This design comes from an exercise in tuning for small area on the open sky130 flow, not from production work. At most, simulation tests tie the RTL to the original design; equivalence was not proved. Power is estimated from default activity; no workload was simulated.

==> run a <==
==> flow/design.v <==
package regfile_pkg;
    localparam int DEFAULT_ADDRESS_WIDTH = 5;
    localparam int DEFAULT_DATA_WIDTH    = 32;
    typedef logic [DEFAULT_ADDRESS_WIDTH-1:0] reg_addr_t;
    typedef logic [DEFAULT_DATA_WIDTH-1:0]    reg_data_t;
    localparam int REG_ZERO = 0;
    localparam int REG_A0   = 10;
endpackage
module regfile_scoreboard
#(
    parameter int ADDRESS_WIDTH = regfile_pkg::DEFAULT_ADDRESS_WIDTH
) (
    input  logic                        clk,
    input  logic                        rst,
    input  logic                        iss_valid,
    input  logic [ADDRESS_WIDTH-1:0]    iss_rd,
    input  logic                        rel_valid,
    input  logic [ADDRESS_WIDTH-1:0]    rel_rd,
    output logic [2**ADDRESS_WIDTH-1:0] pending,
    output logic                        iss_ready
);
    localparam int DEPTH = 2**ADDRESS_WIDTH;
    logic [DEPTH-1:0] pending_q;
    logic [DEPTH-1:0] pending_d;
    logic             iss_is_zero;
    logic             claim;
    assign iss_is_zero = (iss_rd == ADDRESS_WIDTH'(regfile_pkg::REG_ZERO));
    assign iss_ready = ~pending_q[iss_rd] | iss_is_zero |
                       (rel_valid & (rel_rd == iss_rd));
    assign claim = iss_valid & iss_ready & ~iss_is_zero;
    always_comb begin
        pending_d = pending_q;
        if (rel_valid) begin
            pending_d[rel_rd] = 1'b0;
        end
        if (claim) begin
            pending_d[iss_rd] = 1'b1;
        end
        pending_d[regfile_pkg::REG_ZERO] = 1'b0;
    end
    always_ff @(posedge clk or posedge rst) begin
        if (rst) begin
            pending_q <= '0;
        end else begin
            pending_q <= pending_d;
        end
    end
    assign pending = pending_q;
endmodule
module regfile_sb
#(
    parameter int ADDRESS_WIDTH = regfile_pkg::DEFAULT_ADDRESS_WIDTH,
    parameter int DATA_WIDTH    = regfile_pkg::DEFAULT_DATA_WIDTH,
    parameter int NUM_READ      = 2,
    parameter int DBG_REG       = regfile_pkg::REG_A0
) (
    input  logic                               clk,
    input  logic                               rst,
    input  logic [NUM_READ*ADDRESS_WIDTH-1:0]  ad_rd,
    output logic [NUM_READ*DATA_WIDTH-1:0]     rd_data,
    output logic [NUM_READ-1:0]                rd_busy,
    input  logic                               we3,
    input  logic [ADDRESS_WIDTH-1:0]           ad3,
    input  logic [DATA_WIDTH-1:0]              wd3,
    input  logic                               iss_valid,
    input  logic [ADDRESS_WIDTH-1:0]           iss_rd,
    output logic                               iss_ready,
    output logic [DATA_WIDTH-1:0]              a0
);
    localparam int                     DEPTH   = 2**ADDRESS_WIDTH;
    localparam logic [ADDRESS_WIDTH-1:0] DBG_IDX = ADDRESS_WIDTH'(DBG_REG);
    logic [DATA_WIDTH-1:0] mem [DEPTH];
    logic [DEPTH-1:0]      pending;
    logic                  wr_en;
    assign wr_en = we3 & (ad3 != ADDRESS_WIDTH'(regfile_pkg::REG_ZERO));
    always_ff @(posedge clk or posedge rst) begin
        if (rst) begin
            for (int r = 0; r < DEPTH; r++) begin
                mem[r] <= '0;
            end
        end else if (wr_en) begin
            mem[ad3] <= wd3;
        end
    end
    regfile_scoreboard #(
        .ADDRESS_WIDTH (ADDRESS_WIDTH)
    ) u_scoreboard (
        .clk       (clk),
        .rst       (rst),
        .iss_valid (iss_valid),
        .iss_rd    (iss_rd),
        .rel_valid (wr_en),
        .rel_rd    (ad3),
        .pending   (pending),
        .iss_ready (iss_ready)
    );
    for (genvar i = 0; i < NUM_READ; i++) begin : g_rd
        logic [ADDRESS_WIDTH-1:0] addr;
        logic                     is_zero;
        assign addr    = ad_rd[i*ADDRESS_WIDTH +: ADDRESS_WIDTH];
        assign is_zero = (addr == ADDRESS_WIDTH'(regfile_pkg::REG_ZERO));
        assign rd_data[i*DATA_WIDTH +: DATA_WIDTH] = is_zero ? '0 : mem[addr];
        assign rd_busy[i] = ~is_zero & pending[addr];
    end
    assign a0 = mem[DBG_IDX];
endmodule
==> flow/run.sh <==
#!/bin/bash
# synth_recipe.tcl (not shown) runs the flow's synth.tcl, then flattens the netlist and writes it again
# the make line also repeats each setting of config.mk as NAME=value (left out here)
make -C /OpenROAD-flow-scripts/flow DESIGN_CONFIG=/design/flow/config.mk WORK_HOME=/design/flow/orfs CLKGATE_MAP_FILE= SYNTH_SCRIPT=/design/flow/synth_recipe.tcl finish
==> flow/config.mk <==
export PLATFORM = sky130hd
export DESIGN_NAME = regfile_sb
export DESIGN_NICKNAME = regfile_sb
export VERILOG_FILES = /design/flow/design.v
export SDC_FILE = /design/flow/constraint.sdc
export NUM_CORES = 4
export LEC_CHECK = 0
export CAP_MARGIN = 20
export CORE_MARGIN = 2
export CORE_UTILIZATION = 40
export SLEW_MARGIN = 20
==> flow/constraint.sdc <==
create_clock -name core_clock -period 7.0 [get_ports {clk}]
set_input_delay 1.4000 -clock core_clock [delete_from_list [all_inputs] [get_ports {clk}]]
set_output_delay 1.4000 -clock core_clock [all_outputs]
set_load 0.01 [all_outputs]
==> run b (differences from run a) <==
==> flow/design.v, changed modules only <==
module regfile_scoreboard
#(
    parameter int ADDRESS_WIDTH = regfile_pkg::DEFAULT_ADDRESS_WIDTH
) (
    input  logic                        clk,
    input  logic                        rst,
    input  logic                        iss_valid,
    input  logic [ADDRESS_WIDTH-1:0]    iss_rd,
    input  logic                        rel_valid,
    input  logic [ADDRESS_WIDTH-1:0]    rel_rd,
    output logic [2**ADDRESS_WIDTH-1:0] pending,
    output logic                        iss_ready
);
    localparam int DEPTH = 2**ADDRESS_WIDTH;
    logic [DEPTH-1:1] pending_q;
    logic             iss_is_zero;
    logic             claim;
    assign iss_is_zero = (iss_rd == ADDRESS_WIDTH'(regfile_pkg::REG_ZERO));
    assign iss_ready = ~pending[iss_rd] | iss_is_zero |
                       (rel_valid & (rel_rd == iss_rd));
    assign claim = iss_valid & iss_ready & ~iss_is_zero;
    for (genvar r = 1; r < DEPTH; r++) begin : g_pend
        always_ff @(posedge clk or posedge rst) begin
            if (rst) begin
                pending_q[r] <= 1'b0;
            end else if (claim & (iss_rd == ADDRESS_WIDTH'(r))) begin
                pending_q[r] <= 1'b1;
            end else if (rel_valid & (rel_rd == ADDRESS_WIDTH'(r))) begin
                pending_q[r] <= 1'b0;
            end
        end
    end
    assign pending = {pending_q, 1'b0};
endmodule
module regfile_sb
#(
    parameter int ADDRESS_WIDTH = regfile_pkg::DEFAULT_ADDRESS_WIDTH,
    parameter int DATA_WIDTH    = regfile_pkg::DEFAULT_DATA_WIDTH,
    parameter int NUM_READ      = 2,
    parameter int DBG_REG       = regfile_pkg::REG_A0
) (
    input  logic                               clk,
    input  logic                               rst,
    input  logic [NUM_READ*ADDRESS_WIDTH-1:0]  ad_rd,
    output logic [NUM_READ*DATA_WIDTH-1:0]     rd_data,
    output logic [NUM_READ-1:0]                rd_busy,
    input  logic                               we3,
    input  logic [ADDRESS_WIDTH-1:0]           ad3,
    input  logic [DATA_WIDTH-1:0]              wd3,
    input  logic                               iss_valid,
    input  logic [ADDRESS_WIDTH-1:0]           iss_rd,
    output logic                               iss_ready,
    output logic [DATA_WIDTH-1:0]              a0
);
    localparam int DEPTH = 2**ADDRESS_WIDTH;
    logic [DATA_WIDTH-1:0] mem [1:DEPTH-1];
    logic [DEPTH-1:1]      written;
    logic [DEPTH-1:0]      pending;
    logic                  wr_en;
    assign wr_en = we3 & (ad3 != ADDRESS_WIDTH'(regfile_pkg::REG_ZERO));
    for (genvar r = 1; r < DEPTH; r++) begin : g_reg
        logic we;
        assign we = wr_en & (ad3 == ADDRESS_WIDTH'(r));
        always_ff @(posedge clk) begin
            if (we) begin
                mem[r] <= wd3;
            end
        end
        always_ff @(posedge clk or posedge rst) begin
            if (rst) begin
                written[r] <= 1'b0;
            end else if (we) begin
                written[r] <= 1'b1;
            end
        end
    end
    regfile_scoreboard #(
        .ADDRESS_WIDTH (ADDRESS_WIDTH)
    ) u_scoreboard (
        .clk       (clk),
        .rst       (rst),
        .iss_valid (iss_valid),
        .iss_rd    (iss_rd),
        .rel_valid (wr_en),
        .rel_rd    (ad3),
        .pending   (pending),
        .iss_ready (iss_ready)
    );
    for (genvar i = 0; i < NUM_READ; i++) begin : g_rd
        logic [ADDRESS_WIDTH-1:0] addr;
        logic [DEPTH-1:1]         sel;
        assign addr = ad_rd[i*ADDRESS_WIDTH +: ADDRESS_WIDTH];
        regfile_rdsel #(
            .ADDRESS_WIDTH (ADDRESS_WIDTH)
        ) u_sel (
            .addr    (addr),
            .written (written),
            .sel     (sel)
        );
        for (genvar b = 0; b < DATA_WIDTH; b++) begin : g_bit
            logic [DEPTH-1:1] col;
            for (genvar r = 1; r < DEPTH; r++) begin : g_col
                assign col[r] = mem[r][b];
            end
            regfile_aor #(
                .N (DEPTH-1)
            ) u_aor (
                .sel (sel),
                .d   (col),
                .y   (rd_data[i*DATA_WIDTH+b])
            );
        end
        assign rd_busy[i] = pending[addr];
    end
    assign a0 = {DATA_WIDTH{written[DBG_REG]}} & mem[DBG_REG];
endmodule
module regfile_rdsel
#(
    parameter int ADDRESS_WIDTH = regfile_pkg::DEFAULT_ADDRESS_WIDTH
) (
    input  logic [ADDRESS_WIDTH-1:0]    addr,
    input  logic [2**ADDRESS_WIDTH-1:1] written,
    output logic [2**ADDRESS_WIDTH-1:1] sel
);
    for (genvar r = 1; r < 2**ADDRESS_WIDTH; r++) begin : g_sel
        assign sel[r] = (addr == ADDRESS_WIDTH'(r)) & written[r];
    end
endmodule
module regfile_aor
#(
    parameter int N = 31
) (
    input  logic [N:1] sel,
    input  logic [N:1] d,
    output logic       y
);
    assign y = |(sel & d);
endmodule
- CORE_UTILIZATION: 40 -> 70
- PLACE_DENSITY: not set -> 0.8
- SYNTH_HIERARCHICAL: not set -> 1
==> summary of the runs <==
In run b the die area is smaller than in run a, by 51%. Between run a and run b, the lower first-iteration DRC count is in run b (gap about 11%, measured against run b). Between run a and run b, the lower maximum frequency is in run a (gap 2.2%, measured against run b). Of run a and run b, run a has the higher combinational power (gap 140%, measured against run b). In run a the critical path depth is higher than in run b, by 2. Against run b, the utilization of run a is lower by 35 points. In run b the clock-buffer cell count is lower than in run a, by 30. Against run a, the total power of run b is smaller by 19%.
==> figures <==
quantity                                                                                     run a                                   run b
Result of the run                                                 no timing/DRC/antenna violations        no timing/DRC/antenna violations
Maximum number of pins on one net before global-route repair                                   121                                      34
Floorplan die area                                                                    133000 sq um                             65100 sq um
Later-pin clock latency in the skew report                                                 0.75 ns                                 0.67 ns
Detailed-router iteration count before antenna repair                                           10                                      15
Signal buffers share of area                                                                0.0636                                  0.0460
Sequential portion of the cell area                                                          0.423                                   0.613
Average detailed-routed wire length per instance                                           40.4 um                                 42.2 um
Ratio of total power to cell area                                                      285 nW/um^2                             273 nW/um^2
Reg-to-Reg Start                                              u_scoreboard.pending_q[18]$_DFF_PP0_  u_scoreboard.pending_q[29]$_DFFE_PP0P_
Multiplexer area fraction after synthesis                                                    0.230                                  0.0119
Post-synth top area share                                                                    0.492                                   0.674
Yosys warnings                                                                                   3                                       9
Buffers excl. clock                                                                            401                                     246
Synth Register Bits                                                                           1023                                    1054
Fraction of power spent switching nets                                                       0.305                                   0.230
Data arrival, critical path                                                                5.13 ns                                 4.99 ns
Avg Vias per Cell                                                                             7.23                                    8.77
Only the layout flow was run in run b; the RTL was not checked for function there.

## port drivers added, routing unchanged
The results above use ideal ports. As a check the final layouts listed here were re-extracted and re-timed, cells and wires unchanged.
Step 1: set_driving_cell puts a clkbuf_16 on clk and a buf_2 on each other input, an assumption about the parent block.
Step 2 times the ports against the registers' clock, not the clock port: input delays grow and output delays shrink by t, the midpoint of the rising clock arrivals with the driver on.
a / b / c = ideal / step 1 / step 2; a / b = the first two.
| run | shift t [ns] | slack for setup (ns) | hold WS [ns] | worst setup path at the end | latest minus earliest clock arrival (ns) |
|---|---|---|---|---|---|
| run a | 0.835 | 0.470 / 0.422 / 0.422 | 0.512 / 0.512 / 0.512 | input to output | 0.078 / 0.079 |
| run b | 0.732 | 0.613 / 0.571 / 0.571 | 0.489 / 0.489 / 0.489 | input to output | 0.034 / 0.033 |
After both steps setup and hold are still met in every run listed. The setup slack of run a, which loses most, moves by -0.048 ns with the drivers and by -0.048 ns with both steps.
